This is an optimization exercise on Yosys and OpenROAD, whose aim is small area, a short achievable clock period and few clock cycles per item, not a production implementation. At most, simulation tests tie the RTL to the original design; equivalence was not proved. Function not checked in run 2: the RTL went through the layout flow alone.

==> design/flow/design.v <==
`default_nettype none
package rmvs_pkg;
  localparam int SAMPLE_BITS = 16;
  localparam int COUNT_BITS  = 16;
  localparam int TOTAL_BITS  = 32;
  localparam int SQ_BITS     = 48;
  localparam int MEAN_BITS   = 24;
  localparam int VAR_BITS    = 39;
  localparam int STD_BITS    = 24;
  localparam int EPOCH       = 9;
  localparam logic signed [SAMPLE_BITS-1:0] SAMPLE_MAX = 16'sh7fff;
  localparam logic signed [SAMPLE_BITS-1:0] SAMPLE_MIN = 16'sh8000;
  localparam logic [COUNT_BITS-1:0]         COUNT_FULL = 16'hffff;
endpackage
`default_nettype wire
`default_nettype none
module rmvs_mac (
  input  wire logic [17:0] ma,
  input  wire logic [16:0] mb,
  input  wire logic [36:0] base,
  output logic [36:0]      sum
);
  logic [18:0] bx;           
  logic [18:0]   ax;           
  logic [8:0] b1, b2, bn;   
  logic [18:0] pp0;
  logic [18:0] pp1;
  logic [18:0] pp2;
  logic [18:0] pp3;
  logic [18:0] pp4;
  logic [18:0] pp5;
  logic [18:0] pp6;
  logic [18:0] pp7;
  logic [18:0] pp8;
  assign bx = {mb[16], mb, 1'b0};
  assign ax = {ma[17], ma};
  always_comb begin
    for (int k = 0; k < 9; k++) begin
      b1[k] = bx[2*k+1] ^ bx[2*k];
      b2[k] = (bx[2*k+2] & ~bx[2*k+1] & ~bx[2*k]) | (~bx[2*k+2] & bx[2*k+1] & bx[2*k]);
      bn[k] = bx[2*k+2];
    end
  end
  assign pp0 = ({19{b1[0]}} & ax | {19{b2[0]}} & {ax[17:0], 1'b0}) ^ {19{bn[0]}};
  assign pp1 = ({19{b1[1]}} & ax | {19{b2[1]}} & {ax[17:0], 1'b0}) ^ {19{bn[1]}};
  assign pp2 = ({19{b1[2]}} & ax | {19{b2[2]}} & {ax[17:0], 1'b0}) ^ {19{bn[2]}};
  assign pp3 = ({19{b1[3]}} & ax | {19{b2[3]}} & {ax[17:0], 1'b0}) ^ {19{bn[3]}};
  assign pp4 = ({19{b1[4]}} & ax | {19{b2[4]}} & {ax[17:0], 1'b0}) ^ {19{bn[4]}};
  assign pp5 = ({19{b1[5]}} & ax | {19{b2[5]}} & {ax[17:0], 1'b0}) ^ {19{bn[5]}};
  assign pp6 = ({19{b1[6]}} & ax | {19{b2[6]}} & {ax[17:0], 1'b0}) ^ {19{bn[6]}};
  assign pp7 = ({19{b1[7]}} & ax | {19{b2[7]}} & {ax[17:0], 1'b0}) ^ {19{bn[7]}};
  assign pp8 = ({19{b1[8]}} & ax | {19{b2[8]}} & {ax[17:0], 1'b0}) ^ {19{bn[8]}};
  logic h0s, h0c, h1s, h1c, f2s, f2c, h3s, h3c, f4s, f4c, h5s, h5c;
  logic f6s, f6c, f7s, f7c, f8s, f8c, h9s, h9c, f10s, f10c, h11s, h11c;
  logic h12s, h12c, h13s, h13c, f14s, f14c, h15s, h15c, f16s, f16c, h17s, h17c;
  logic f18s, f18c, f19s, f19c, h20s, h20c, f21s, f21c, f22s, f22c, h23s, h23c;
  logic f24s, f24c, f25s, f25c, f26s, f26c, f27s, f27c, f28s, f28c, f29s, f29c;
  logic f30s, f30c, f31s, f31c, f32s, f32c, f33s, f33c, f34s, f34c, f35s, f35c;
  logic f36s, f36c, f37s, f37c, f38s, f38c, f39s, f39c, f40s, f40c, f41s, f41c;
  logic f42s, f42c, f43s, f43c, f44s, f44c, f45s, f45c, f46s, f46c, f47s, f47c;
  logic f48s, f48c, f49s, f49c, f50s, f50c, f51s, f51c, f52s, f52c, h53s, h53c;
  logic f54s, f54c, f55s, f55c, f56s, f56c, h57s, h57c, f58s, f58c, h59s, h59c;
  logic h60s, h60c, h61s, h61c, f62s, f62c, h63s, h63c, f64s, f64c, h65s, h65c;
  logic f66s, f66c, f67s, f67c, f68s, f68c, f69s, f69c, f70s, f70c, f71s, f71c;
  logic f72s, f72c, f73s, f73c, f74s, f74c, f75s, f75c, f76s, f76c, f77s, f77c;
  logic f78s, f78c, f79s, f79c, f80s, f80c, f81s, f81c, f82s, f82c, f83s, f83c;
  logic f84s, f84c, f85s, f85c, f86s, f86c, f87s, f87c, f88s, f88c, f89s, f89c;
  logic f90s, f90c, f91s, f91c, f92s, f92c, f93s, f93c, f94s, f94c, f95s, f95c;
  logic f96s, f96c, f97s, f97c, f98s, f98c, f99s, f99c, f100s, f100c, f101s, f101c;
  logic f102s, f102c, f103s, f103c, f104s, f104c, f105s, f105c, f106s, f106c, f107s, f107c;
  logic f108s, f108c, h109s, h109c, f110s, f110c, h111s, h111c, h112s, h112c, h113s, h113c;
  logic f114s, f114c, f115s, f115c, f116s, f116c, f117s, f117c, f118s, f118c, f119s, f119c;
  logic f120s, f120c, f121s, f121c, f122s, f122c, f123s, f123c, f124s, f124c, f125s, f125c;
  logic f126s, f126c, f127s, f127c, f128s, f128c, f129s, f129c, f130s, f130c, f131s, f131c;
  logic f132s, f132c, f133s, f133c, f134s, f134c, f135s, f135c, f136s, f136c, f137s, f137c;
  logic f138s, f138c, f139s, f139c, f140s, f140c, f141s, f141c, f142s, f142c, h143s, h143c;
  logic h144s, h144c, h145s, h145c, f146s, f146c, f147s, f147c, f148s, f148c, f149s, f149c;
  logic f150s, f150c, f151s, f151c, f152s, f152c, f153s, f153c, f154s, f154c, f155s, f155c;
  logic f156s, f156c, f157s, f157c, f158s, f158c, f159s, f159c, f160s, f160c, f161s, f161c;
  logic f162s, f162c, f163s, f163c, f164s, f164c, f165s, f165c, f166s, f166c, f167s, f167c;
  logic f168s, f168c, f169s, f169c, f170s, f170c, f171s, f171c, f172s, f172c, f173s, f173c;
  logic f174s, f174c, f175s, f175c, f176s, f176c, f177s, f177c, f178s, f178c, h179s, h179c;
  logic h180s, h180c;
  logic [36:0] ra, rb;
  assign h0s = pp0[14] ^ pp1[12];
  assign h0c = pp0[14] & pp1[12];
  assign h1s = pp0[15] ^ pp1[13];
  assign h1c = pp0[15] & pp1[13];
  assign f2s = pp0[16] ^ pp1[14] ^ pp2[12];
  assign f2c = (pp0[16] & pp1[14]) | (pp0[16] & pp2[12]) | (pp1[14] & pp2[12]);
  assign h3s = pp3[10] ^ pp4[8];
  assign h3c = pp3[10] & pp4[8];
  assign f4s = pp0[17] ^ pp1[15] ^ pp2[13];
  assign f4c = (pp0[17] & pp1[15]) | (pp0[17] & pp2[13]) | (pp1[15] & pp2[13]);
  assign h5s = pp3[11] ^ pp4[9];
  assign h5c = pp3[11] & pp4[9];
  assign f6s = ~pp0[18] ^ pp1[16] ^ pp2[14];
  assign f6c = (~pp0[18] & pp1[16]) | (~pp0[18] & pp2[14]) | (pp1[16] & pp2[14]);
  assign f7s = pp3[12] ^ pp4[10] ^ pp5[8];
  assign f7c = (pp3[12] & pp4[10]) | (pp3[12] & pp5[8]) | (pp4[10] & pp5[8]);
  assign f8s = pp1[17] ^ pp2[15] ^ pp3[13];
  assign f8c = (pp1[17] & pp2[15]) | (pp1[17] & pp3[13]) | (pp2[15] & pp3[13]);
  assign h9s = pp4[11] ^ pp5[9];
  assign h9c = pp4[11] & pp5[9];
  assign f10s = ~pp1[18] ^ pp2[16] ^ pp3[14];
  assign f10c = (~pp1[18] & pp2[16]) | (~pp1[18] & pp3[14]) | (pp2[16] & pp3[14]);
  assign h11s = pp2[17] ^ pp3[15];
  assign h11c = pp2[17] & pp3[15];
  assign h12s = pp0[8] ^ pp1[6];
  assign h12c = pp0[8] & pp1[6];
  assign h13s = pp0[9] ^ pp1[7];
  assign h13c = pp0[9] & pp1[7];
  assign f14s = pp0[10] ^ pp1[8] ^ pp2[6];
  assign f14c = (pp0[10] & pp1[8]) | (pp0[10] & pp2[6]) | (pp1[8] & pp2[6]);
  assign h15s = pp3[4] ^ pp4[2];
  assign h15c = pp3[4] & pp4[2];
  assign f16s = pp0[11] ^ pp1[9] ^ pp2[7];
  assign f16c = (pp0[11] & pp1[9]) | (pp0[11] & pp2[7]) | (pp1[9] & pp2[7]);
  assign h17s = pp3[5] ^ pp4[3];
  assign h17c = pp3[5] & pp4[3];
  assign f18s = pp0[12] ^ pp1[10] ^ pp2[8];
  assign f18c = (pp0[12] & pp1[10]) | (pp0[12] & pp2[8]) | (pp1[10] & pp2[8]);
  assign f19s = pp3[6] ^ pp4[4] ^ pp5[2];
  assign f19c = (pp3[6] & pp4[4]) | (pp3[6] & pp5[2]) | (pp4[4] & pp5[2]);
  assign h20s = pp6[0] ^ bn[6];
  assign h20c = pp6[0] & bn[6];
  assign f21s = pp0[13] ^ pp1[11] ^ pp2[9];
  assign f21c = (pp0[13] & pp1[11]) | (pp0[13] & pp2[9]) | (pp1[11] & pp2[9]);
  assign f22s = pp3[7] ^ pp4[5] ^ pp5[3];
  assign f22c = (pp3[7] & pp4[5]) | (pp3[7] & pp5[3]) | (pp4[5] & pp5[3]);
  assign h23s = pp6[1] ^ base[13];
  assign h23c = pp6[1] & base[13];
  assign f24s = h0s ^ pp2[10] ^ pp3[8];
  assign f24c = (h0s & pp2[10]) | (h0s & pp3[8]) | (pp2[10] & pp3[8]);
  assign f25s = pp4[6] ^ pp5[4] ^ pp6[2];
  assign f25c = (pp4[6] & pp5[4]) | (pp4[6] & pp6[2]) | (pp5[4] & pp6[2]);
  assign f26s = pp7[0] ^ bn[7] ^ base[14];
  assign f26c = (pp7[0] & bn[7]) | (pp7[0] & base[14]) | (bn[7] & base[14]);
  assign f27s = h0c ^ h1s ^ pp2[11];
  assign f27c = (h0c & h1s) | (h0c & pp2[11]) | (h1s & pp2[11]);
  assign f28s = pp3[9] ^ pp4[7] ^ pp5[5];
  assign f28c = (pp3[9] & pp4[7]) | (pp3[9] & pp5[5]) | (pp4[7] & pp5[5]);
  assign f29s = pp6[3] ^ pp7[1] ^ base[15];
  assign f29c = (pp6[3] & pp7[1]) | (pp6[3] & base[15]) | (pp7[1] & base[15]);
  assign f30s = h1c ^ f2s ^ h3s;
  assign f30c = (h1c & f2s) | (h1c & h3s) | (f2s & h3s);
  assign f31s = pp5[6] ^ pp6[4] ^ pp7[2];
  assign f31c = (pp5[6] & pp6[4]) | (pp5[6] & pp7[2]) | (pp6[4] & pp7[2]);
  assign f32s = pp8[0] ^ bn[8] ^ base[16];
  assign f32c = (pp8[0] & bn[8]) | (pp8[0] & base[16]) | (bn[8] & base[16]);
  assign f33s = f2c ^ h3c ^ f4s;
  assign f33c = (f2c & h3c) | (f2c & f4s) | (h3c & f4s);
  assign f34s = h5s ^ pp5[7] ^ pp6[5];
  assign f34c = (h5s & pp5[7]) | (h5s & pp6[5]) | (pp5[7] & pp6[5]);
  assign f35s = pp7[3] ^ pp8[1] ^ base[17];
  assign f35c = (pp7[3] & pp8[1]) | (pp7[3] & base[17]) | (pp8[1] & base[17]);
  assign f36s = f4c ^ h5c ^ f6s;
  assign f36c = (f4c & h5c) | (f4c & f6s) | (h5c & f6s);
  assign f37s = f7s ^ pp6[6] ^ pp7[4];
  assign f37c = (f7s & pp6[6]) | (f7s & pp7[4]) | (pp6[6] & pp7[4]);
  assign f38s = pp8[2] ^ 1'b1 ^ base[18];
  assign f38c = (pp8[2] & 1'b1) | (pp8[2] & base[18]) | (1'b1 & base[18]);
  assign f39s = f6c ^ f7c ^ f8s;
  assign f39c = (f6c & f7c) | (f6c & f8s) | (f7c & f8s);
  assign f40s = h9s ^ pp6[7] ^ pp7[5];
  assign f40c = (h9s & pp6[7]) | (h9s & pp7[5]) | (pp6[7] & pp7[5]);
  assign f41s = pp8[3] ^ 1'b1 ^ base[19];
  assign f41c = (pp8[3] & 1'b1) | (pp8[3] & base[19]) | (1'b1 & base[19]);
  assign f42s = f8c ^ h9c ^ f10s;
  assign f42c = (f8c & h9c) | (f8c & f10s) | (h9c & f10s);
  assign f43s = pp4[12] ^ pp5[10] ^ pp6[8];
  assign f43c = (pp4[12] & pp5[10]) | (pp4[12] & pp6[8]) | (pp5[10] & pp6[8]);
  assign f44s = pp7[6] ^ pp8[4] ^ base[20];
  assign f44c = (pp7[6] & pp8[4]) | (pp7[6] & base[20]) | (pp8[4] & base[20]);
  assign f45s = f10c ^ h11s ^ pp4[13];
  assign f45c = (f10c & h11s) | (f10c & pp4[13]) | (h11s & pp4[13]);
  assign f46s = pp5[11] ^ pp6[9] ^ pp7[7];
  assign f46c = (pp5[11] & pp6[9]) | (pp5[11] & pp7[7]) | (pp6[9] & pp7[7]);
  assign f47s = pp8[5] ^ 1'b1 ^ base[21];
  assign f47c = (pp8[5] & 1'b1) | (pp8[5] & base[21]) | (1'b1 & base[21]);
  assign f48s = h11c ^ ~pp2[18] ^ pp3[16];
  assign f48c = (h11c & ~pp2[18]) | (h11c & pp3[16]) | (~pp2[18] & pp3[16]);
  assign f49s = pp4[14] ^ pp5[12] ^ pp6[10];
  assign f49c = (pp4[14] & pp5[12]) | (pp4[14] & pp6[10]) | (pp5[12] & pp6[10]);
  assign f50s = pp7[8] ^ pp8[6] ^ base[22];
  assign f50c = (pp7[8] & pp8[6]) | (pp7[8] & base[22]) | (pp8[6] & base[22]);
  assign f51s = pp3[17] ^ pp4[15] ^ pp5[13];
  assign f51c = (pp3[17] & pp4[15]) | (pp3[17] & pp5[13]) | (pp4[15] & pp5[13]);
  assign f52s = pp6[11] ^ pp7[9] ^ pp8[7];
  assign f52c = (pp6[11] & pp7[9]) | (pp6[11] & pp8[7]) | (pp7[9] & pp8[7]);
  assign h53s = 1'b1 ^ base[23];
  assign h53c = 1'b1 & base[23];
  assign f54s = ~pp3[18] ^ pp4[16] ^ pp5[14];
  assign f54c = (~pp3[18] & pp4[16]) | (~pp3[18] & pp5[14]) | (pp4[16] & pp5[14]);
  assign f55s = pp6[12] ^ pp7[10] ^ pp8[8];
  assign f55c = (pp6[12] & pp7[10]) | (pp6[12] & pp8[8]) | (pp7[10] & pp8[8]);
  assign f56s = pp4[17] ^ pp5[15] ^ pp6[13];
  assign f56c = (pp4[17] & pp5[15]) | (pp4[17] & pp6[13]) | (pp5[15] & pp6[13]);
  assign h57s = pp7[11] ^ pp8[9];
  assign h57c = pp7[11] & pp8[9];
  assign f58s = ~pp4[18] ^ pp5[16] ^ pp6[14];
  assign f58c = (~pp4[18] & pp5[16]) | (~pp4[18] & pp6[14]) | (pp5[16] & pp6[14]);
  assign h59s = pp5[17] ^ pp6[15];
  assign h59c = pp5[17] & pp6[15];
  assign h60s = pp0[4] ^ pp1[2];
  assign h60c = pp0[4] & pp1[2];
  assign h61s = pp0[5] ^ pp1[3];
  assign h61c = pp0[5] & pp1[3];
  assign f62s = pp0[6] ^ pp1[4] ^ pp2[2];
  assign f62c = (pp0[6] & pp1[4]) | (pp0[6] & pp2[2]) | (pp1[4] & pp2[2]);
  assign h63s = pp3[0] ^ bn[3];
  assign h63c = pp3[0] & bn[3];
  assign f64s = pp0[7] ^ pp1[5] ^ pp2[3];
  assign f64c = (pp0[7] & pp1[5]) | (pp0[7] & pp2[3]) | (pp1[5] & pp2[3]);
  assign h65s = pp3[1] ^ base[7];
  assign h65c = pp3[1] & base[7];
  assign f66s = h12s ^ pp2[4] ^ pp3[2];
  assign f66c = (h12s & pp2[4]) | (h12s & pp3[2]) | (pp2[4] & pp3[2]);
  assign f67s = pp4[0] ^ bn[4] ^ base[8];
  assign f67c = (pp4[0] & bn[4]) | (pp4[0] & base[8]) | (bn[4] & base[8]);
  assign f68s = h12c ^ h13s ^ pp2[5];
  assign f68c = (h12c & h13s) | (h12c & pp2[5]) | (h13s & pp2[5]);
  assign f69s = pp3[3] ^ pp4[1] ^ base[9];
  assign f69c = (pp3[3] & pp4[1]) | (pp3[3] & base[9]) | (pp4[1] & base[9]);
  assign f70s = h13c ^ f14s ^ h15s;
  assign f70c = (h13c & f14s) | (h13c & h15s) | (f14s & h15s);
  assign f71s = pp5[0] ^ bn[5] ^ base[10];
  assign f71c = (pp5[0] & bn[5]) | (pp5[0] & base[10]) | (bn[5] & base[10]);
  assign f72s = f14c ^ h15c ^ f16s;
  assign f72c = (f14c & h15c) | (f14c & f16s) | (h15c & f16s);
  assign f73s = h17s ^ pp5[1] ^ base[11];
  assign f73c = (h17s & pp5[1]) | (h17s & base[11]) | (pp5[1] & base[11]);
  assign f74s = f16c ^ h17c ^ f18s;
  assign f74c = (f16c & h17c) | (f16c & f18s) | (h17c & f18s);
  assign f75s = f19s ^ h20s ^ base[12];
  assign f75c = (f19s & h20s) | (f19s & base[12]) | (h20s & base[12]);
  assign f76s = f18c ^ f19c ^ h20c;
  assign f76c = (f18c & f19c) | (f18c & h20c) | (f19c & h20c);
  assign f77s = f21s ^ f22s ^ h23s;
  assign f77c = (f21s & f22s) | (f21s & h23s) | (f22s & h23s);
  assign f78s = f21c ^ f22c ^ h23c;
  assign f78c = (f21c & f22c) | (f21c & h23c) | (f22c & h23c);
  assign f79s = f24s ^ f25s ^ f26s;
  assign f79c = (f24s & f25s) | (f24s & f26s) | (f25s & f26s);
  assign f80s = f24c ^ f25c ^ f26c;
  assign f80c = (f24c & f25c) | (f24c & f26c) | (f25c & f26c);
  assign f81s = f27s ^ f28s ^ f29s;
  assign f81c = (f27s & f28s) | (f27s & f29s) | (f28s & f29s);
  assign f82s = f27c ^ f28c ^ f29c;
  assign f82c = (f27c & f28c) | (f27c & f29c) | (f28c & f29c);
  assign f83s = f30s ^ f31s ^ f32s;
  assign f83c = (f30s & f31s) | (f30s & f32s) | (f31s & f32s);
  assign f84s = f30c ^ f31c ^ f32c;
  assign f84c = (f30c & f31c) | (f30c & f32c) | (f31c & f32c);
  assign f85s = f33s ^ f34s ^ f35s;
  assign f85c = (f33s & f34s) | (f33s & f35s) | (f34s & f35s);
  assign f86s = f33c ^ f34c ^ f35c;
  assign f86c = (f33c & f34c) | (f33c & f35c) | (f34c & f35c);
  assign f87s = f36s ^ f37s ^ f38s;
  assign f87c = (f36s & f37s) | (f36s & f38s) | (f37s & f38s);
  assign f88s = f36c ^ f37c ^ f38c;
  assign f88c = (f36c & f37c) | (f36c & f38c) | (f37c & f38c);
  assign f89s = f39s ^ f40s ^ f41s;
  assign f89c = (f39s & f40s) | (f39s & f41s) | (f40s & f41s);
  assign f90s = f39c ^ f40c ^ f41c;
  assign f90c = (f39c & f40c) | (f39c & f41c) | (f40c & f41c);
  assign f91s = f42s ^ f43s ^ f44s;
  assign f91c = (f42s & f43s) | (f42s & f44s) | (f43s & f44s);
  assign f92s = f42c ^ f43c ^ f44c;
  assign f92c = (f42c & f43c) | (f42c & f44c) | (f43c & f44c);
  assign f93s = f45s ^ f46s ^ f47s;
  assign f93c = (f45s & f46s) | (f45s & f47s) | (f46s & f47s);
  assign f94s = f45c ^ f46c ^ f47c;
  assign f94c = (f45c & f46c) | (f45c & f47c) | (f46c & f47c);
  assign f95s = f48s ^ f49s ^ f50s;
  assign f95c = (f48s & f49s) | (f48s & f50s) | (f49s & f50s);
  assign f96s = f48c ^ f49c ^ f50c;
  assign f96c = (f48c & f49c) | (f48c & f50c) | (f49c & f50c);
  assign f97s = f51s ^ f52s ^ h53s;
  assign f97c = (f51s & f52s) | (f51s & h53s) | (f52s & h53s);
  assign f98s = f51c ^ f52c ^ h53c;
  assign f98c = (f51c & f52c) | (f51c & h53c) | (f52c & h53c);
  assign f99s = f54s ^ f55s ^ base[24];
  assign f99c = (f54s & f55s) | (f54s & base[24]) | (f55s & base[24]);
  assign f100s = f54c ^ f55c ^ f56s;
  assign f100c = (f54c & f55c) | (f54c & f56s) | (f55c & f56s);
  assign f101s = h57s ^ 1'b1 ^ base[25];
  assign f101c = (h57s & 1'b1) | (h57s & base[25]) | (1'b1 & base[25]);
  assign f102s = f56c ^ h57c ^ f58s;
  assign f102c = (f56c & h57c) | (f56c & f58s) | (h57c & f58s);
  assign f103s = pp7[12] ^ pp8[10] ^ base[26];
  assign f103c = (pp7[12] & pp8[10]) | (pp7[12] & base[26]) | (pp8[10] & base[26]);
  assign f104s = f58c ^ h59s ^ pp7[13];
  assign f104c = (f58c & h59s) | (f58c & pp7[13]) | (h59s & pp7[13]);
  assign f105s = pp8[11] ^ 1'b1 ^ base[27];
  assign f105c = (pp8[11] & 1'b1) | (pp8[11] & base[27]) | (1'b1 & base[27]);
  assign f106s = h59c ^ ~pp5[18] ^ pp6[16];
  assign f106c = (h59c & ~pp5[18]) | (h59c & pp6[16]) | (~pp5[18] & pp6[16]);
  assign f107s = pp7[14] ^ pp8[12] ^ base[28];
  assign f107c = (pp7[14] & pp8[12]) | (pp7[14] & base[28]) | (pp8[12] & base[28]);
  assign f108s = pp6[17] ^ pp7[15] ^ pp8[13];
  assign f108c = (pp6[17] & pp7[15]) | (pp6[17] & pp8[13]) | (pp7[15] & pp8[13]);
  assign h109s = 1'b1 ^ base[29];
  assign h109c = 1'b1 & base[29];
  assign f110s = ~pp6[18] ^ pp7[16] ^ pp8[14];
  assign f110c = (~pp6[18] & pp7[16]) | (~pp6[18] & pp8[14]) | (pp7[16] & pp8[14]);
  assign h111s = pp7[17] ^ pp8[15];
  assign h111c = pp7[17] & pp8[15];
  assign h112s = pp0[2] ^ pp1[0];
  assign h112c = pp0[2] & pp1[0];
  assign h113s = pp0[3] ^ pp1[1];
  assign h113c = pp0[3] & pp1[1];
  assign f114s = h60s ^ pp2[0] ^ bn[2];
  assign f114c = (h60s & pp2[0]) | (h60s & bn[2]) | (pp2[0] & bn[2]);
  assign f115s = h60c ^ h61s ^ pp2[1];
  assign f115c = (h60c & h61s) | (h60c & pp2[1]) | (h61s & pp2[1]);
  assign f116s = h61c ^ f62s ^ h63s;
  assign f116c = (h61c & f62s) | (h61c & h63s) | (f62s & h63s);
  assign f117s = f62c ^ h63c ^ f64s;
  assign f117c = (f62c & h63c) | (f62c & f64s) | (h63c & f64s);
  assign f118s = f64c ^ h65c ^ f66s;
  assign f118c = (f64c & h65c) | (f64c & f66s) | (h65c & f66s);
  assign f119s = f66c ^ f67c ^ f68s;
  assign f119c = (f66c & f67c) | (f66c & f68s) | (f67c & f68s);
  assign f120s = f68c ^ f69c ^ f70s;
  assign f120c = (f68c & f69c) | (f68c & f70s) | (f69c & f70s);
  assign f121s = f70c ^ f71c ^ f72s;
  assign f121c = (f70c & f71c) | (f70c & f72s) | (f71c & f72s);
  assign f122s = f72c ^ f73c ^ f74s;
  assign f122c = (f72c & f73c) | (f72c & f74s) | (f73c & f74s);
  assign f123s = f74c ^ f75c ^ f76s;
  assign f123c = (f74c & f75c) | (f74c & f76s) | (f75c & f76s);
  assign f124s = f76c ^ f77c ^ f78s;
  assign f124c = (f76c & f77c) | (f76c & f78s) | (f77c & f78s);
  assign f125s = f78c ^ f79c ^ f80s;
  assign f125c = (f78c & f79c) | (f78c & f80s) | (f79c & f80s);
  assign f126s = f80c ^ f81c ^ f82s;
  assign f126c = (f80c & f81c) | (f80c & f82s) | (f81c & f82s);
  assign f127s = f82c ^ f83c ^ f84s;
  assign f127c = (f82c & f83c) | (f82c & f84s) | (f83c & f84s);
  assign f128s = f84c ^ f85c ^ f86s;
  assign f128c = (f84c & f85c) | (f84c & f86s) | (f85c & f86s);
  assign f129s = f86c ^ f87c ^ f88s;
  assign f129c = (f86c & f87c) | (f86c & f88s) | (f87c & f88s);
  assign f130s = f88c ^ f89c ^ f90s;
  assign f130c = (f88c & f89c) | (f88c & f90s) | (f89c & f90s);
  assign f131s = f90c ^ f91c ^ f92s;
  assign f131c = (f90c & f91c) | (f90c & f92s) | (f91c & f92s);
  assign f132s = f92c ^ f93c ^ f94s;
  assign f132c = (f92c & f93c) | (f92c & f94s) | (f93c & f94s);
  assign f133s = f94c ^ f95c ^ f96s;
  assign f133c = (f94c & f95c) | (f94c & f96s) | (f95c & f96s);
  assign f134s = f96c ^ f97c ^ f98s;
  assign f134c = (f96c & f97c) | (f96c & f98s) | (f97c & f98s);
  assign f135s = f98c ^ f99c ^ f100s;
  assign f135c = (f98c & f99c) | (f98c & f100s) | (f99c & f100s);
  assign f136s = f100c ^ f101c ^ f102s;
  assign f136c = (f100c & f101c) | (f100c & f102s) | (f101c & f102s);
  assign f137s = f102c ^ f103c ^ f104s;
  assign f137c = (f102c & f103c) | (f102c & f104s) | (f103c & f104s);
  assign f138s = f104c ^ f105c ^ f106s;
  assign f138c = (f104c & f105c) | (f104c & f106s) | (f105c & f106s);
  assign f139s = f106c ^ f107c ^ f108s;
  assign f139c = (f106c & f107c) | (f106c & f108s) | (f107c & f108s);
  assign f140s = f108c ^ h109c ^ f110s;
  assign f140c = (f108c & h109c) | (f108c & f110s) | (h109c & f110s);
  assign f141s = f110c ^ h111s ^ 1'b1;
  assign f141c = (f110c & h111s) | (f110c & 1'b1) | (h111s & 1'b1);
  assign f142s = h111c ^ ~pp7[18] ^ pp8[16];
  assign f142c = (h111c & ~pp7[18]) | (h111c & pp8[16]) | (~pp7[18] & pp8[16]);
  assign h143s = pp8[17] ^ 1'b1;
  assign h143c = pp8[17] & 1'b1;
  assign h144s = pp0[0] ^ bn[0];
  assign h144c = pp0[0] & bn[0];
  assign h145s = pp0[1] ^ base[1];
  assign h145c = pp0[1] & base[1];
  assign f146s = h112s ^ bn[1] ^ base[2];
  assign f146c = (h112s & bn[1]) | (h112s & base[2]) | (bn[1] & base[2]);
  assign f147s = h112c ^ h113s ^ base[3];
  assign f147c = (h112c & h113s) | (h112c & base[3]) | (h113s & base[3]);
  assign f148s = h113c ^ f114s ^ base[4];
  assign f148c = (h113c & f114s) | (h113c & base[4]) | (f114s & base[4]);
  assign f149s = f114c ^ f115s ^ base[5];
  assign f149c = (f114c & f115s) | (f114c & base[5]) | (f115s & base[5]);
  assign f150s = f115c ^ f116s ^ base[6];
  assign f150c = (f115c & f116s) | (f115c & base[6]) | (f116s & base[6]);
  assign f151s = f116c ^ f117s ^ h65s;
  assign f151c = (f116c & f117s) | (f116c & h65s) | (f117s & h65s);
  assign f152s = f117c ^ f118s ^ f67s;
  assign f152c = (f117c & f118s) | (f117c & f67s) | (f118s & f67s);
  assign f153s = f118c ^ f119s ^ f69s;
  assign f153c = (f118c & f119s) | (f118c & f69s) | (f119s & f69s);
  assign f154s = f119c ^ f120s ^ f71s;
  assign f154c = (f119c & f120s) | (f119c & f71s) | (f120s & f71s);
  assign f155s = f120c ^ f121s ^ f73s;
  assign f155c = (f120c & f121s) | (f120c & f73s) | (f121s & f73s);
  assign f156s = f121c ^ f122s ^ f75s;
  assign f156c = (f121c & f122s) | (f121c & f75s) | (f122s & f75s);
  assign f157s = f122c ^ f123s ^ f77s;
  assign f157c = (f122c & f123s) | (f122c & f77s) | (f123s & f77s);
  assign f158s = f123c ^ f124s ^ f79s;
  assign f158c = (f123c & f124s) | (f123c & f79s) | (f124s & f79s);
  assign f159s = f124c ^ f125s ^ f81s;
  assign f159c = (f124c & f125s) | (f124c & f81s) | (f125s & f81s);
  assign f160s = f125c ^ f126s ^ f83s;
  assign f160c = (f125c & f126s) | (f125c & f83s) | (f126s & f83s);
  assign f161s = f126c ^ f127s ^ f85s;
  assign f161c = (f126c & f127s) | (f126c & f85s) | (f127s & f85s);
  assign f162s = f127c ^ f128s ^ f87s;
  assign f162c = (f127c & f128s) | (f127c & f87s) | (f128s & f87s);
  assign f163s = f128c ^ f129s ^ f89s;
  assign f163c = (f128c & f129s) | (f128c & f89s) | (f129s & f89s);
  assign f164s = f129c ^ f130s ^ f91s;
  assign f164c = (f129c & f130s) | (f129c & f91s) | (f130s & f91s);
  assign f165s = f130c ^ f131s ^ f93s;
  assign f165c = (f130c & f131s) | (f130c & f93s) | (f131s & f93s);
  assign f166s = f131c ^ f132s ^ f95s;
  assign f166c = (f131c & f132s) | (f131c & f95s) | (f132s & f95s);
  assign f167s = f132c ^ f133s ^ f97s;
  assign f167c = (f132c & f133s) | (f132c & f97s) | (f133s & f97s);
  assign f168s = f133c ^ f134s ^ f99s;
  assign f168c = (f133c & f134s) | (f133c & f99s) | (f134s & f99s);
  assign f169s = f134c ^ f135s ^ f101s;
  assign f169c = (f134c & f135s) | (f134c & f101s) | (f135s & f101s);
  assign f170s = f135c ^ f136s ^ f103s;
  assign f170c = (f135c & f136s) | (f135c & f103s) | (f136s & f103s);
  assign f171s = f136c ^ f137s ^ f105s;
  assign f171c = (f136c & f137s) | (f136c & f105s) | (f137s & f105s);
  assign f172s = f137c ^ f138s ^ f107s;
  assign f172c = (f137c & f138s) | (f137c & f107s) | (f138s & f107s);
  assign f173s = f138c ^ f139s ^ h109s;
  assign f173c = (f138c & f139s) | (f138c & h109s) | (f139s & h109s);
  assign f174s = f139c ^ f140s ^ base[30];
  assign f174c = (f139c & f140s) | (f139c & base[30]) | (f140s & base[30]);
  assign f175s = f140c ^ f141s ^ base[31];
  assign f175c = (f140c & f141s) | (f140c & base[31]) | (f141s & base[31]);
  assign f176s = f141c ^ f142s ^ base[32];
  assign f176c = (f141c & f142s) | (f141c & base[32]) | (f142s & base[32]);
  assign f177s = f142c ^ h143s ^ base[33];
  assign f177c = (f142c & h143s) | (f142c & base[33]) | (h143s & base[33]);
  assign f178s = h143c ^ ~pp8[18] ^ base[34];
  assign f178c = (h143c & ~pp8[18]) | (h143c & base[34]) | (~pp8[18] & base[34]);
  assign h179s = 1'b1 ^ base[35];
  assign h179c = 1'b1 & base[35];
  assign h180s = 1'b1 ^ base[36];
  assign h180c = 1'b1 & base[36];
  assign ra[0] = h144s;
  assign rb[0] = base[0];
  assign ra[1] = h144c;
  assign rb[1] = h145s;
  assign ra[2] = h145c;
  assign rb[2] = f146s;
  assign ra[3] = f146c;
  assign rb[3] = f147s;
  assign ra[4] = f147c;
  assign rb[4] = f148s;
  assign ra[5] = f148c;
  assign rb[5] = f149s;
  assign ra[6] = f149c;
  assign rb[6] = f150s;
  assign ra[7] = f150c;
  assign rb[7] = f151s;
  assign ra[8] = f151c;
  assign rb[8] = f152s;
  assign ra[9] = f152c;
  assign rb[9] = f153s;
  assign ra[10] = f153c;
  assign rb[10] = f154s;
  assign ra[11] = f154c;
  assign rb[11] = f155s;
  assign ra[12] = f155c;
  assign rb[12] = f156s;
  assign ra[13] = f156c;
  assign rb[13] = f157s;
  assign ra[14] = f157c;
  assign rb[14] = f158s;
  assign ra[15] = f158c;
  assign rb[15] = f159s;
  assign ra[16] = f159c;
  assign rb[16] = f160s;
  assign ra[17] = f160c;
  assign rb[17] = f161s;
  assign ra[18] = f161c;
  assign rb[18] = f162s;
  assign ra[19] = f162c;
  assign rb[19] = f163s;
  assign ra[20] = f163c;
  assign rb[20] = f164s;
  assign ra[21] = f164c;
  assign rb[21] = f165s;
  assign ra[22] = f165c;
  assign rb[22] = f166s;
  assign ra[23] = f166c;
  assign rb[23] = f167s;
  assign ra[24] = f167c;
  assign rb[24] = f168s;
  assign ra[25] = f168c;
  assign rb[25] = f169s;
  assign ra[26] = f169c;
  assign rb[26] = f170s;
  assign ra[27] = f170c;
  assign rb[27] = f171s;
  assign ra[28] = f171c;
  assign rb[28] = f172s;
  assign ra[29] = f172c;
  assign rb[29] = f173s;
  assign ra[30] = f173c;
  assign rb[30] = f174s;
  assign ra[31] = f174c;
  assign rb[31] = f175s;
  assign ra[32] = f175c;
  assign rb[32] = f176s;
  assign ra[33] = f176c;
  assign rb[33] = f177s;
  assign ra[34] = f177c;
  assign rb[34] = f178s;
  assign ra[35] = f178c;
  assign rb[35] = h179s;
  assign ra[36] = h179c;
  assign rb[36] = h180s;
  assign sum = ra + rb;
endmodule
`default_nettype wire
`default_nettype none
module rmvs_front (
  input  wire logic                clk,
  input  wire logic                rst,
  input  wire logic                adv,
  input  wire logic                take,
  input  wire logic                add,
  input  wire logic                cmd,
  input  wire logic signed [15:0]  sample,
  input  wire logic                s2_wr,
  input  wire logic [47:0]         s2_nx,
  output logic [15:0]              n,
  output logic signed [31:0]       sum,
  output logic [47:0]              s2,
  output logic signed [15:0]       lo,
  output logic signed [15:0]       hi,
  output logic                     ovf,
  output logic [15:0]              n_nx,
  output logic signed [31:0]       sum_nx
);
  logic               pclr;     
  logic               padd;     
  logic               psat;     
  logic signed [15:0] px;       
  assign n_nx   = pclr ? '0 : padd ? n + 1'b1 : n;
  assign sum_nx = pclr ? '0 : padd ? sum + 32'(px) : sum;
  always_ff @(posedge clk) begin
    if (rst) begin
      pclr <= 1'b1;
      padd <= 1'b0;
      psat <= 1'b0;
      px   <= '0;
    end else if (adv) begin
      pclr <= take & cmd;
      padd <= add;
      psat <= take & ~cmd & ~add;
      px   <= sample;
    end
  end
  always_ff @(posedge clk) begin
    if (rst || (adv && pclr)) begin
      n   <= '0;
      sum <= '0;
      lo  <= rmvs_pkg::SAMPLE_MAX;
      hi  <= rmvs_pkg::SAMPLE_MIN;
      ovf <= 1'b0;
    end else if (adv) begin
      n   <= n_nx;
      sum <= sum_nx;
      if (padd && px < lo) lo <= px;
      if (padd && px > hi) hi <= px;
      if (psat) ovf <= 1'b1;
    end
  end
  always_ff @(posedge clk) begin
    if (rst || (take && cmd)) begin
      s2 <= '0;
    end else if (s2_wr) begin
      s2 <= s2_nx;
    end
  end
endmodule
module rmvs_mid (
  input  wire logic                clk,
  input  wire logic                adv,
  input  wire logic                add,
  input  wire logic signed [15:0]  sample,
  input  wire logic [3:0]          ph,
  input  wire logic [15:0]         n,
  input  wire logic signed [31:0]  sum,
  input  wire logic [47:0]         s2,
  output logic                     s2_wr,
  output logic [47:0]              s2_nx,
  output logic [31:0]              d_hi,
  output logic [31:0]              dlo,
  output logic [31:0]              den
);
  logic p0, p2, p4;
  logic acc_wr, acc_shift, base_acc;
  always_ff @(posedge clk) begin
    if (adv) begin
      p0 <= 1'b1; p2 <= 1'b0; p4 <= 1'b0;
      acc_wr <= 1'b0; acc_shift <= 1'b0; base_acc <= 1'b0;
    end else begin
      p0        <= 1'b0;
      p2        <= (ph == 4'd1);
      p4        <= (ph == 4'd3);
      acc_wr    <= (ph <= 4'd5);
      acc_shift <= (ph == 4'd1 || ph == 4'd3);
      base_acc  <= (ph >= 4'd1 && ph <= 4'd5);
    end
  end
  logic [17:0] ma;
  logic [16:0] mb;
  logic [17:0] ma_nx;
  logic [16:0] mb_nx;
  logic [36:0] msum;
  logic [17:0] ma_sel;
  logic        ma_neg;
  always_comb begin
    ma_neg = 1'b0;
    case (ph)
      4'd0: begin ma_sel = {2'b0, n};                       mb_nx = {1'b0, msum[15:0]};    end
      4'd1: begin ma_sel = {2'b0, sum[15:0]};               mb_nx = {1'b0, sum[15:0]};     ma_neg = 1'b1; end
      4'd2: begin ma_sel = {2'b0, n};                       mb_nx = {1'b0, s2[31:16]};     end
      4'd3: begin ma_sel = {sum[31], sum[31:16], 1'b0};     mb_nx = {1'b0, sum[15:0]};     ma_neg = 1'b1; end
      4'd4: begin ma_sel = {2'b0, n};                       mb_nx = {1'b0, s2[47:32]};     end
      4'd5: begin ma_sel = {{2{sum[31]}}, sum[31:16]};      mb_nx = {sum[31], sum[31:16]}; ma_neg = 1'b1; end
      4'd7, 4'd8: begin ma_sel = {2'b0, n};                 mb_nx = {1'b0, n - 1'b1};      end
      default: begin ma_sel = '0;                           mb_nx = '0;                    end
    endcase
    ma_nx = ma_neg ? 18'(-ma_sel) : ma_sel;
    if (adv) begin
      ma_nx = add ? {{2{sample[15]}}, sample} : '0;
      mb_nx = {sample[15], sample};
    end
  end
  always_ff @(posedge clk) begin
    ma <= ma_nx;
    mb <= mb_nx;
  end
  logic [36:0] acc;
  logic [36:0] base;
  assign base = ({37{p0}} & {1'b0, s2[35:0]}) | ({37{base_acc}} & acc);
  rmvs_mac u_mac (
    .ma   (ma),
    .mb   (mb),
    .base (base),
    .sum  (msum)
  );
  logic [11:0] s2_hi_inc;
  assign s2_hi_inc = s2[47:36] + 1'b1;
  assign s2_wr = p0;
  assign s2_nx = {msum[36] ? s2_hi_inc : s2[47:36], msum[35:0]};
  always_ff @(posedge clk) begin
    if (acc_wr) acc <= acc_shift ? {{16{msum[36]}}, msum[36:16]} : msum;
    if (p2) dlo[15:0]  <= msum[15:0];
    if (p4) dlo[31:16] <= msum[15:0];
    if (adv) den <= {msum[31:1], msum[0] | (n[15:1] == '0)};
  end
  assign d_hi = acc[31:0];
endmodule
`default_nettype wire
`default_nettype none
module rmvs_div3 #(
  parameter int W = 32
) (
  input  wire logic [W-1:0] r_in,
  input  wire logic [2:0]   b_in,
  input  wire logic [W-1:0] d,
  output logic [W-1:0]      r_out,
  output logic [2:0]        q
);
  logic [W-1:0] rr [4];
  always_comb begin
    rr[0] = r_in;
    for (int i = 0; i < 3; i++) begin
      logic [W:0] t;
      logic       b;
      t = {rr[i], b_in[2-i]};
      b = (t >= {1'b0, d});
      rr[i+1] = b ? W'(t - {1'b0, d}) : t[W-1:0];
      q[2-i] = b;
    end
  end
  assign r_out = rr[3];
endmodule
module rmvs_back (
  input  wire logic                clk,
  input  wire logic                adv,
  input  wire logic [3:0]          ph,
  input  wire logic [15:0]         n_in,
  input  wire logic signed [31:0]  sum_in,
  input  wire logic signed [15:0]  lo_in,
  input  wire logic signed [15:0]  hi_in,
  input  wire logic                ovf_in,
  input  wire logic [31:0]         d_hi,
  input  wire logic [31:0]         dlo_in,
  input  wire logic [31:0]         den_in,
  output logic [15:0]              sample_count,
  output logic signed [31:0]       total,
  output logic signed [15:0]       smallest,
  output logic signed [15:0]       largest,
  output logic signed [23:0]       mean_q8,
  output logic [38:0]              variance_q8,
  output logic [23:0]              std_dev_q8,
  output logic                     has_data,
  output logic                     variance_valid,
  output logic                     count_saturated
);
  logic       d1v;      
  logic       d2v;      
  logic [7:0] wsel;     
  always_ff @(posedge clk) begin
    if (adv) begin
      d1v  <= 1'b1;
      d2v  <= 1'b1;
      wsel <= 8'd1;
    end else begin
      d1v  <= (ph <= 4'd6);
      d2v  <= (ph <= 4'd4);
      wsel <= {wsel[6:0], 1'b0};
    end
  end
  logic [31:0]        rem1;
  logic [38:0]        qd1;      
  logic [31:0]        rem1_nx;
  logic [2:0]         q1;
  rmvs_div3 #(.W(32)) u_div1 (
    .r_in  (rem1),
    .b_in  (qd1[38:36]),
    .d     (den_in),
    .r_out (rem1_nx),
    .q     (q1)
  );
  always_ff @(posedge clk) begin
    if (adv) begin
      rem1 <= {d_hi[30:0], dlo_in[31]};       
      qd1  <= {dlo_in[30:0], 8'h00};          
    end else if (d1v) begin
      rem1 <= rem1_nx;
      qd1  <= {qd1[35:0], q1};
    end
  end
  logic [31:0] den2;
  logic [31:0] rem2;
  logic [38:0] qd2;
  logic [31:0] rem2_nx;
  logic [1:0]  q2;
  always_comb begin
    logic [31:0] r;
    r = rem2;
    for (int i = 0; i < 2; i++) begin
      logic [32:0] t;
      logic        b;
      t = {r, qd2[38-i]};
      b = (t >= {1'b0, den2});
      r = b ? 32'(t - {1'b0, den2}) : t[31:0];
      q2[1-i] = b;
    end
    rem2_nx = r;
  end
  always_ff @(posedge clk) begin
    if (adv) begin
      sample_count    <= n_in;
      total           <= sum_in;
      smallest        <= lo_in;
      largest         <= hi_in;
      count_saturated <= ovf_in;
      den2            <= den_in;
      qd2             <= {qd1[35:0], q1};
    end else if (d2v) begin
      qd2  <= {qd2[36:0], q2};
    end
  end
  always_ff @(posedge clk) begin
    rem2 <= adv ? rem1_nx : rem2_nx;
  end
  assign has_data       = (sample_count != '0);
  assign variance_valid = (sample_count[15:1] != '0);
  assign variance_q8    = qd2;
  logic [31:0] amag1;
  logic [15:0] ndiv;
  logic [15:0] mrem;
  logic [23:0] mq;
  logic [15:0] mrem_nx;
  logic [2:0]  mqb;
  assign amag1 = sum_in[31] ? 32'(-sum_in) : 32'(sum_in);
  assign ndiv  = {sample_count[15:1], sample_count[0] | (sample_count == '0)};
  rmvs_div3 #(.W(16)) u_mdiv (
    .r_in  (mrem),
    .b_in  (mq[23:21]),
    .d     (ndiv),
    .r_out (mrem_nx),
    .q     (mqb)
  );
  always_ff @(posedge clk) begin
    mrem <= adv ? amag1[31:16] : mrem_nx;
    if (adv) begin
      mq   <= {amag1[15:0], 8'h00};
    end else if (wsel != '0) begin
      mq   <= {mq[20:0], mqb};
    end
  end
  assign mean_q8 = total[31] ? 24'(-mq) : mq;
  logic [23:0] root;
  logic [24:0] srem;
  logic [5:0]  win;
  logic [23:0] sroot [4];
  logic [24:0] sr    [4];
  always_comb begin
    win = {6{wsel[6]}} & {qd2[3:0], 2'b00};
    for (int c = 0; c < 6; c++) begin
      win = win | ({6{wsel[c]}} & qd2[27-4*c -: 6]);
    end
  end
  always_comb begin
    sroot[0] = root;
    sr[0]    = srem;
    for (int i = 0; i < 3; i++) begin
      logic [26:0] a;
      logic [26:0] t;
      logic        b;
      a = {sr[i], win[5-2*i -: 2]};
      t = {1'b0, sroot[i], 2'b01};
      b = (a >= t);
      sr[i+1]    = b ? 25'(a - t) : a[24:0];
      sroot[i+1] = {sroot[i][22:0], b};
    end
  end
  always_ff @(posedge clk) begin
    srem <= adv ? '0 : sr[3];
    if (adv) begin
      root <= '0;
    end else if (wsel != '0) begin
      root <= sroot[3];
    end
  end
  assign std_dev_q8 = root;
endmodule
`default_nettype wire
`default_nettype none
module running_mean_variance_stats_top (
  input  wire logic                                    clk,
  input  wire logic                                    rst,
  input  wire logic                                    in_valid,
  output logic                                         in_stall,
  input  wire logic                                    cmd,
  input  wire logic signed [rmvs_pkg::SAMPLE_BITS-1:0] sample,
  output logic                                         out_valid,
  input  wire logic                                    out_stall,
  output logic [rmvs_pkg::COUNT_BITS-1:0]              sample_count,
  output logic signed [rmvs_pkg::TOTAL_BITS-1:0]       total,
  output logic signed [rmvs_pkg::SAMPLE_BITS-1:0]      smallest,
  output logic signed [rmvs_pkg::SAMPLE_BITS-1:0]      largest,
  output logic signed [rmvs_pkg::MEAN_BITS-1:0]        mean_q8,
  output logic [rmvs_pkg::VAR_BITS-1:0]                variance_q8,
  output logic [rmvs_pkg::STD_BITS-1:0]                std_dev_q8,
  output logic                                         has_data,
  output logic                                         variance_valid,
  output logic                                         count_saturated
);
  localparam logic [3:0] PH_LAST = 4'(rmvs_pkg::EPOCH - 1);
  logic [3:0] ph;
  logic       last;
  logic       adv;
  logic       take;
  logic       add;
  logic       m_vld;
  logic       v1_vld;
  logic       v2_vld;
  assign last      = (ph == PH_LAST);
  assign out_valid = last & v2_vld;
  assign adv       = last & ~(v2_vld & out_stall);
  assign in_stall  = ~adv;
  assign take      = adv & in_valid;
  always_ff @(posedge clk) begin
    if (rst) begin
      ph     <= PH_LAST;
      m_vld  <= 1'b0;
      v1_vld <= 1'b0;
      v2_vld <= 1'b0;
    end else begin
      if (adv) begin
        ph     <= '0;
        m_vld  <= take;
        v1_vld <= m_vld;
        v2_vld <= v1_vld;
      end else if (!last) begin
        ph <= ph + 1'b1;
      end
    end
  end
  logic [15:0]        n;
  logic signed [31:0] sum;
  logic [47:0]        s2;
  logic signed [15:0] lo;
  logic signed [15:0] hi;
  logic               ovf;
  logic               s2_wr;
  logic [47:0]        s2_nx;
  logic [31:0]        d_hi;
  logic [31:0]        dlo;
  logic [31:0]        den;
  logic [15:0]        n_nx;
  logic signed [31:0] sum_nx;
  assign add = take & ~cmd & (n_nx != rmvs_pkg::COUNT_FULL);
  rmvs_front u_front (
    .clk          (clk),
    .rst          (rst),
    .adv          (adv),
    .take         (take),
    .add          (add),
    .cmd          (cmd),
    .sample       (sample),
    .s2_wr        (s2_wr),
    .s2_nx        (s2_nx),
    .n            (n),
    .sum          (sum),
    .s2           (s2),
    .lo           (lo),
    .hi           (hi),
    .ovf          (ovf),
    .n_nx         (n_nx),
    .sum_nx       (sum_nx)
  );
  rmvs_mid u_mid (
    .clk          (clk),
    .adv          (adv),
    .add          (add),
    .sample       (sample),
    .ph           (ph),
    .n            (n_nx),
    .sum          (sum_nx),
    .s2           (s2),
    .s2_wr        (s2_wr),
    .s2_nx        (s2_nx),
    .d_hi         (d_hi),
    .dlo          (dlo),
    .den          (den)
  );
  rmvs_back u_back (
    .clk             (clk),
    .adv             (adv),
    .ph              (ph),
    .n_in            (n),
    .sum_in          (sum),
    .lo_in           (lo),
    .hi_in           (hi),
    .ovf_in          (ovf),
    .d_hi            (d_hi),
    .dlo_in          (dlo),
    .den_in          (den),
    .sample_count    (sample_count),
    .total           (total),
    .smallest        (smallest),
    .largest         (largest),
    .mean_q8         (mean_q8),
    .variance_q8     (variance_q8),
    .std_dev_q8      (std_dev_q8),
    .has_data        (has_data),
    .variance_valid  (variance_valid),
    .count_saturated (count_saturated)
  );
endmodule
`default_nettype wire
==> design/flow/run.sh <==
#!/bin/bash
# synth_recipe.tcl (not shown) runs the flow's synth.tcl, then flattens the netlist and writes it again
# the make line also repeats each setting of config.mk as NAME=value (left out here)
make -C /OpenROAD-flow-scripts/flow DESIGN_CONFIG=/design/flow/config.mk WORK_HOME=/design/flow/orfs CLKGATE_MAP_FILE= SYNTH_SCRIPT=/design/flow/synth_recipe.tcl finish
==> design/flow/config.mk <==
export PLATFORM = sky130hd
export DESIGN_NAME = running_mean_variance_stats_top
export DESIGN_NICKNAME = running_mean_variance_stats_top
export VERILOG_FILES = /design/flow/design.v
export SDC_FILE = /design/flow/constraint.sdc
export NUM_CORES = 4
export LEC_CHECK = 0
export ABC_AREA = 1
export CAP_MARGIN = 5
export CORE_MARGIN = 2
export CORE_UTILIZATION = 45
export SETUP_SLACK_MARGIN = 2.2
export SLEW_MARGIN = 5
==> design/flow/constraint.sdc <==
create_clock -name core_clock -period 9.5 [get_ports {clk}]
set_input_delay 1.9000 -clock core_clock [delete_from_list [all_inputs] [get_ports {clk}]]
set_output_delay 1.9000 -clock core_clock [all_outputs]
set_load 0.01 [all_outputs]
==> results.txt, run 1 <==
- The critical path is of the flip-flop to flip-flop type.
- The number of global-route vias before repair came to 49800.
- The starting utilization of the core area is 0.453.
- The post-synthesis to final-layout area growth is 19.2%.
- The HPWL after detailed placement is 160 mm.
- The floorplan die area is 125000 µm².
- The aggregate global routing overflow is 0.
- The detailed-route DRC error count is 0.
- The run finished with no timing, DRC or antenna violations.
- The CTS buffer count is 79.
- The worst slew slack as a fraction of its limit is 0.217.
- The average cell area after synthesis is 7.37 µm².
- Counting every net in the synthesized netlist gives 8062.
- At the worst endpoint, the arrival time is 7760 ps.
- For this run, the number of standard cells in the final layout without fillers is 9419.
- After the first detailed-routing iteration, the DRC count stood at 5319.
- During synthesis, Yosys emitted a total of 11 warnings.
- Entering global routing, the biggest net connects 158 pins.
- The count of standard-cell rows is 128.
- The number of routed nets with antenna violations is 0.
- Using the TritonRoute via totals, the vias-per-cell ratio works out to 5.62.
- The later-pin clock latency in the skew report is 710 ps.
- The most instantiated library cell after synthesis is sky130_fd_sc_hd__nand2_1.
- The area share of the leading cell type in the synthesized netlist is 0.181.
- The total placed instance area is 58600 µm².
- Counting along the longest clock path gives a buffer depth of 3.
- In this run the horizontal extent of the chip is 354 µm.
- The source of the worst hold timing path is u_front.hi[4].
- The detailed router placed 53000 vias in this run.
- After synthesis, the share of flip-flops with an asynchronous set or reset is 0.
- Setup repair after global routing could not meet its margin everywhere.
- Counting tap cells, the placed design contains a total of 9095 instances.
- The path type of the worst min-delay path is flip-flop to flip-flop.
- The max-slew violation count is 0.
- The H-tree was split into 3 levels.
- The worst setup path is captured at a flip-flop.
- Setup violations remaining at the end of the flow were counted as 0.
- For this run, the top clock speed supported by timing is 0.140 GHz.
- The core region area is 122000 µm².
- Dividing the detail-routed wire length by the instance count gives 22.0 µm.
- The number of I/O port buffers is 192.
- In this run the critical register-to-register path is captured at u_back.mrem[5].
- The register bit count reported by yosys is 650.
- The clock sink count is 650.
- The commonest cells after synthesis are sky130_fd_sc_hd__nand2_1 (1566), sky130_fd_sc_hd__inv_1 (1075), sky130_fd_sc_hd__o21ai_0 (621).
- The final hold violation count is 0.
- The net count of the finished layout is 8322.
- In the final layout, the share of cells above drive strength 1 is 0.124.
- The cell count after synthesis came out at 7465.
- The clock-pin slew on the worst setup and hold paths is 60 ps.
- The reg-to-reg startpoint is u_back.sample_count[6].
- The endpoint required time on the critical path is 10120 ps.
- The most used flip-flop cell after synthesis is sky130_fd_sc_hd__edfxtp_1.
- STA classifies the critical path startpoint as a flip-flop.
- The length in cells of the worst reg-to-reg path is 46.
- The overall global routing resource usage is 0.317.
- The count of maximum capacitance violations is 0.
- The final cell utilization of the core is 0.540.
- The sequential share of the synthesized area is 0.297.
- The final-layout setup total negative slack is 0 ps.
- On the final layout, the worst clock skew is 35.4 ps.
- The initial antenna violation count is 8.
- TritonCTS built the clock tree.
- The slowest library cell on the worst path is sky130_fd_sc_hd__edfxtp_1.
- In this run the worst path has a maximum fanout of 6.
- The clock root buffer is sky130_fd_sc_hd__clkbuf_16.
- The portion of the clock cycle consumed by the worst path in the final layout is 0.752.
- During I/O placement, the number of pins put on the boundary was 193.
- The number of stages on the worst hold path is 0.
- Counting I/O delays and the setup requirement, the final critical path takes 7140 ps.
- In this run, synthesis inferred 332 flip-flops with an integrated enable.
- Summed over all instances, the cell type with the most area after synthesis is sky130_fd_sc_hd__edfxtp_1.
- The number of different library cells used by synthesis comes to 72.
- Sorting the synthesized cells by area gives the leading types as sky130_fd_sc_hd__edfxtp_1 (18%), sky130_fd_sc_hd__dfxtp_1 (12%), sky130_fd_sc_hd__nand2_1 (11%), sky130_fd_sc_hd__ha_1 (9.7%), sky130_fd_sc_hd__inv_1 (7.3%).
- The finished cells cover 65600 µm².
- The height of the chip is 354 µm.
- The largest single stage delay on the critical path is 400 ps.
- The global-route wire length before repair is 306 mm.
- The mapped cell area is 55000 µm².
- For hold timing, the worst endpoint is u_back.largest[4].
- The global placement routability congestion is 1.01.
- Buffers inserted to repair hold after CTS numbered 0.
- After detailed routing, the total wire length is 207 mm.
- The iteration count of the initial detailed-routing pass is 8.
- At the pin with the least slew margin, the transition time is 1170 ps.
flip-flops by register name, summed over array words and instances, names as in the netlist, 17 cells and up:
signal / flops
u_front.s2: 48
u_back.qd1: 39
u_back.qd2: 39
u_mid.acc: 37
u_back.den2: 32
u_back.rem1: 32
u_back.rem2: 32
u_back.total: 32
u_front.sum: 32
u_mid.den: 32
u_mid.dlo: 32
u_back.srem: 25
u_back.mq: 24
u_back.root: 24
u_mid.ma: 18
u_mid.mb: 17
worst max-delay path: cells and delay by family, from the launching register on:
| family | cells | cell delay [ps] |
|---|---|---|
| fa+ha+maj | 3 | 800 |
| simple gates | 15 | 1660 |
| flops | 1 | 400 |
| buf+inv | 6 | 930 |
| compound gates | 22 | 3280 |
layer usage:
layer  share of wire  global-route usage  up-vias
li1                -                   -    25500
met1            0.44               0.442    25200
met2            0.45               0.498     1933
met3           0.074              0.0445      330
met4           0.039               0.118        6
met5         0.00016                   0        -
layout make-up:
type | instances | area (µm²)
Clock buffer | 99 | 2110
Inverter | 1093 | 4160
Timing Repair inverter | 2 | 13.8
Fill cell | 11600 | 56000
Antenna cell | 2 | 5.00
Sequential cell | 650 | 16300
Tap cell | 1625 | 2030
Multi-Input combinational cell | 5449 | 36000
Clock inverter | 49 | 664
Timing Repair Buffer | 450 | 4220
worst max-delay path by stage:
stage,from,to,slack (ps),cells past startpoint
after floorplan,u_back.sample_count[14],u_back.mrem[10],2250,49
after global placement,u_back.sample_count[3],u_back.mrem[5],940,47
after detailed placement,u_back.sample_count[3],u_back.mrem[5],810,46
after CTS,u_back.sample_count[6],u_back.mrem[5],2200,47
after global routing,u_back.sample_count[6],u_back.mrem[5],1940,48
final,u_back.sample_count[6],u_back.mrem[5],2360,46
through the flow:
stage / setup slack (ps) / hold WS (ps)
6_report: 2360 / 432
5_1_grt: 1940 / 438
4_1_cts: 2200 / 436
3_5_place_dp: 813 / 418
3_3_place_gp: 939 / 414
2_1_floorplan: 2250 / 406
timing repair:
item,CTS,global route
gates resized for setup,205,491
pin swaps,39,158
endpoints found under the setup margin,111,152
buffers inserted,60,96
gates cloned,8,10
layout by cell type (no fill, tap or decap), types with 221 or more instances in the layout:
cell type | Yosys | layout
sky130_fd_sc_hd__nand2_1 | 1566 | 1439
sky130_fd_sc_hd__a21oi_1 | 614 | 563
sky130_fd_sc_hd__xor2_1 | 326 | 321
sky130_fd_sc_hd__edfxtp_1 | 332 | 332
sky130_fd_sc_hd__ha_1 | 425 | 343
sky130_fd_sc_hd__inv_1 | 1075 | 1031
sky130_fd_sc_hd__o21ai_0 | 621 | 538
sky130_fd_sc_hd__nand3_1 | 348 | 332
sky130_fd_sc_hd__dfxtp_1 | 318 | 311
sky130_fd_sc_hd__nor2_1 | 400 | 377
sky130_fd_sc_hd__buf_4 | 28 | 221
cells by family after synthesis:
group                      Yosys count  synth area share
AOI/OAI and AO/OA                 1808             0.183
xor gates and xnor gates           460            0.0733
adders and majority gates          576             0.152
buffers and inverters             1374            0.0972
DFF                                650             0.297
muxes                                2          0.000364
and+or+nand+nor                   2595             0.198
Testbench counts, summed over its fixed seeds: cycles 43,352, items 4,800.
==> run 2: changes to the inputs <==
--- a/design/flow/design.v
+++ b/design/flow/design.v
@@ -824,9 +824,29 @@
       logic [26:0] a;
       logic [26:0] t;
+      logic [27:0] G, P;
       logic        b;
       a = {sr[i], win[5-2*i -: 2]};
       t = {1'b0, sroot[i], 2'b01};
-      b = (a >= t);
-      sr[i+1]    = b ? 25'(a - t) : a[24:0];
+      G[0] = 1'b1;
+      P[0] = 1'b0;
+      for (int j = 0; j < 27; j++) begin
+        G[j+1] = a[j] & ~t[j];
+        P[j+1] = a[j] ^ ~t[j];
+      end
+      for (int lv = 0; lv < 5; lv++) begin
+        logic [27:0] Gn, Pn;
+        Gn = G;
+        Pn = P;
+        for (int j = 0; j < 28; j++) begin
+          if ((j >> lv) & 1) begin
+            Gn[j] = G[j] | (P[j] & G[((j >> lv) << lv) - 1]);
+            Pn[j] = P[j] & P[((j >> lv) << lv) - 1];
+          end
+        end
+        G = Gn;
+        P = Pn;
+      end
+      b = G[27];
+      for (int j = 0; j < 25; j++) sr[i+1][j] = a[j] ^ (b & ~(t[j] ^ G[j]));
       sroot[i+1] = {sroot[i][22:0], b};
     end
--- a/design/flow/config.mk
+++ b/design/flow/config.mk
@@ -7,7 +7,7 @@
 export LEC_CHECK = 0
 export ABC_AREA = 1
-export CAP_MARGIN = 5
+export CAP_MARGIN = 20
 export CORE_MARGIN = 2
-export CORE_UTILIZATION = 45
+export CORE_UTILIZATION = 40
 export SETUP_SLACK_MARGIN = 2.2
-export SLEW_MARGIN = 5
+export SLEW_MARGIN = 20
==> results.txt, run 2 <==
- The clock root buffer is sky130_fd_sc_hd__clkbuf_16.
- The highest attainable clock frequency is 0.125 GHz (-11%).
- The fraction of final layout cells with drive strength greater than 1 is 0.143 (+0.0188).
- The clock-pin slew on the worst setup and hold paths is 60 ps (about the same).
- The count of unique library cells instantiated by Yosys was 69 (-4.2%).
- The later-pin clock latency in the skew report is 710 ps (about the same).
- The aggregate global routing overflow is 0 (unchanged).
- The number of fill cells came to 12800 (+9.7%).
- The max-slew violation count came to 0 (unchanged).
- The cell type with the largest total area after synthesis is sky130_fd_sc_hd__edfxtp_1.
- The largest registers in the layout are u_front.s2: 48 flops, u_back.qd1: 39 flops, u_back.qd2: 39 flops.
- The CTS buffer count was 80 (+1.3%).
- By area the synthesized netlist is led by sky130_fd_sc_hd__edfxtp_1 (19%), sky130_fd_sc_hd__dfxtp_1 (12%), sky130_fd_sc_hd__nand2_1 (10%), sky130_fd_sc_hd__ha_1 (9.9%), sky130_fd_sc_hd__inv_1 (7.0%).
- The transition time at the pin with the least slew margin was 1200 ps (+30.0 ps).
- The worst clock skew is 50.0 ps (+14.6 ps).
- The average detailed-routed wire length per instance is 20.8 µm (-5.3%).
- The detailed-route DRC error count is 0 (unchanged).
- The startpoint-to-endpoint class of the critical path is flip-flop to flip-flop.
- The count of flip-flops with a built-in enable after synthesis is 332 (unchanged).
- The final hold violation count is 0 (unchanged).
- The number of routed nets with antenna violations is 0 (unchanged).
- The number of vias in the routed layout is 50700 (-4.2%).
- The total placed instance area came to 57300 µm² (-2.2%).
- The commonest cells after synthesis are sky130_fd_sc_hd__nand2_1 (1444), sky130_fd_sc_hd__inv_1 (996), sky130_fd_sc_hd__o21ai_0 (582).
- The number of global-route vias before repair is 47800 (-4.0%).
- The overall global routing resource usage is 0.270 (-0.0471).
- The area share of the leading cell type in the synthesized netlist was 0.187 (+0.00588).
- The largest net degree at the start of global routing was 113 (-28%).
- The top-level I/O count was 193 (unchanged).
- The count of standard-cell rows came to 133 (+3.9%).
- The met1 layer usage reported by global route is 0.370 (-0.0721).
- The largest family of logic cells by synthesized area is simple AND/OR/NAND/NOR gates.
- The post-synthesis net count is 7646 (-5.2%).
- The average cell area after synthesis was 7.56 µm² (+2.5%).
- The floorplan die area is 136000 µm² (+8.9%).
- The initial antenna violation count was 6 (-2).
- The multiplexer share of the synthesized area was 0.000188 (-0.000176).
- The kind of end point of the critical path is a flip-flop.
- Leaving out fill and tap cells, the most frequent cell in the layout is sky130_fd_sc_hd__nand2_1.
- The HPWL after detailed placement is 144 mm (-9.6%).
- The register bit count reported by yosys is 650 (unchanged).
- Leaving out fill and tap cells, the most frequent cells in the layout are sky130_fd_sc_hd__nand2_1 (1344), sky130_fd_sc_hd__inv_1 (946), sky130_fd_sc_hd__o21ai_0 (518).
- The run finished with no timing, DRC or antenna violations.
- The average vias per placed instance came to 5.49 (-2.3%).
- The number of inserted diodes is 0 (-2).
- The register bank with the most flops is u_front.s2.
- The number of stages on the worst hold path is 0 (unchanged).
- The data arrival time of the critical path is 8480 ps (+720 ps).
- In the synthesized netlist the dominant register cell turns out to be sky130_fd_sc_hd__edfxtp_1.
- In the post-synthesis netlist, the cell with the most instances is sky130_fd_sc_hd__nand2_1.
- The worst-path maximum fanout is 7 (+1).
- The synthesized instance count was 7054 (-5.5%).
- The post-synthesis to final-layout area growth is 21.8%.
- The endpoint required time on the critical path is 9960 ps (-160 ps).
- The mapped cell area came to 53300 µm² (-3.1%).
- The number of levels in the clock H-tree was 3 (unchanged).
- The count of placed standard cells in the final layout, fillers left out came to 9234 (-2.0%).
- The global-route layer with the greatest usage is met2.
- The path class of the tightest hold or removal check is flip-flop to flip-flop.
- TritonCTS built the clock tree.
- The biggest cell delay along the critical path is 450 ps (+50 ps).
- The global placement routability congestion is 0.972 (-3.7%).
- The iteration count of the initial detailed-routing pass is 7 (-1).
- The global-route wire length before repair is 286 mm (-6.5%).
- The sequential share of the synthesized area is 0.306 (+0.00964).
- The cell count after placement is 8818 (-3.0%).
- The detailed router's first-iteration violation count is 4616 (-13%).
- The flip-flop count of the largest register, all copies and words added is 48 (unchanged).
- The met3 layer usage reported by global route is 0.0367 (-0.00788).
- The final-layout setup total negative slack was 0 ps (unchanged).
- The share of the synthesized area in compound gates (AO/OA/AOI/OAI) is 0.176 (-0.00739).
- The count of maximum capacitance violations is 0 (unchanged).
- The clock sink count is 650 (unchanged).
- The minimum period implied by the final worst setup slack was 8020 ps (+883 ps).
- The post-synthesis simple-gate area fraction is 0.190 (-0.00790).
- The detailed-route wire length is 192 mm (-7.2%).
- The starting utilization of the core area is 0.404 (-0.0483).
- The fraction of registers with async set or reset after synthesis is 0 (unchanged).
- The element type at the critical path start is a flip-flop.
- The xor-xnor portion of the synthesized cell area is 0.0785 (+0.00520).
- The total of warnings raised by yosys came to 11 (unchanged).
- The worst slew slack as a fraction of its limit is 0.195 (-0.0223).
- The portion of the clock cycle consumed by the worst path in the final layout is 0.845 (+0.0929).
- The die extent in x is 369 µm (+4.3%).
- The setup-violating endpoint count in the final report is 0 (unchanged).
- The net count reported at finish is 8004 (-3.8%).
- The post-synthesis share of cell area spent on full adders, half adders and majority gates was 0.155 (+0.00375).
- The global routing met2 resource utilization is 0.426 (-0.0726).
- Setup repair after global routing could not meet its margin everywhere.
- The number of buffers between clock root and the deepest sink is 3 (unchanged).
- The largest individual stage delay along the critical path comes from the cell sky130_fd_sc_hd__edfxtp_1.
[run 2: final timing paths]
path                       start           endpoint
hold / removal     u_front.hi[3]  u_back.largest[3]
hold reg to reg    u_front.hi[3]  u_back.largest[3]
setup / recovery  u_back.rem1[0]     u_back.rem1[8]
setup reg to reg  u_back.rem1[0]     u_back.rem1[8]
[run 2: cell families after synthesis]
kind of cell               Yosys count
muxes                                1
AOI/OAI and AO/OA                 1671
buffers and inverters             1285
adders and majority gates          571
DFF                                650
xor gates and xnor gates           478
and+or+nand+nor                   2398
[run 2: metrics by stage]
step                      hold WS, ps  setup WS, ps  utilization
after detailed placement          422           806        0.434
after global placement            418           745        0.434
final                             438          1480        0.493
after CTS                         442          1730        0.476
after global routing              447          1110        0.493
after floorplan                   408          1990            -
[run 2: cell type report]
class | count | area, µm² | share of cell area
Clock buffer | 106 | 2200 | 0.0339
Sequential cell | 650 | 16400 | 0.252
Inverter | 1016 | 3930 | 0.0605
Timing Repair Buffer | 538 | 5050 | 0.0777
Timing Repair inverter | 3 | 28.8 | 0.000443
Multi-Input combinational cell | 5123 | 34600 | 0.532
Tap cell | 1755 | 2200 | 0.0338
Clock inverter | 43 | 592 | 0.00912
[run 2: routing by layer]
metal	share of wire	vias up
met5	0	-
met4	0.047	0
met3	0.066	380
met2	0.44	1845
met1	0.44	24100
li1	-	24400
[run 2: timing repair]
item,in CTS,in global routing
hold buffers,0,0
endpoints found under the setup margin,145,146
pin swaps,112,188
resized for setup,354,326
cloned,15,5
buffers inserted,136,111
[run 2: critical path: cells and delay by family, from the launching register on]
family | cells | cell delay, ps
fa+ha+maj | 3 | 950
compound gates | 20 | 3100
buf+inv | 8 | 1100
simple gates | 20 | 1900
flops | 1 | 450
xor+xnor | 1 | 200

[what the ideal ports hide]
Ports are ideal in the flow. The routed layouts listed here were re-timed in OpenROAD. Step 1 assumes that a clkbuf_16 drives the clock port and a buf_2 every other input. Step 2 moves the port delays by t, midway between the first and last clock arrival at a register: inputs arrive t later, outputs are due t later. That takes back most of the time a late clock gives input paths. Three values: ideal, step 1, step 2; two values: the first two.
run | t (ns) | slack for setup (ns) | clock arrival spread, ns | worst register clock-pin slew, ns
run 1 | 0.762 | 2.360 / 2.360 / 2.360 | 0.036 / 0.037 | 0.08 / 0.08
run 2 | 0.759 | 1.477 / 1.477 / 1.477 | 0.056 / 0.056 | 0.07 / 0.07
After both steps every run listed still meets setup and hold.
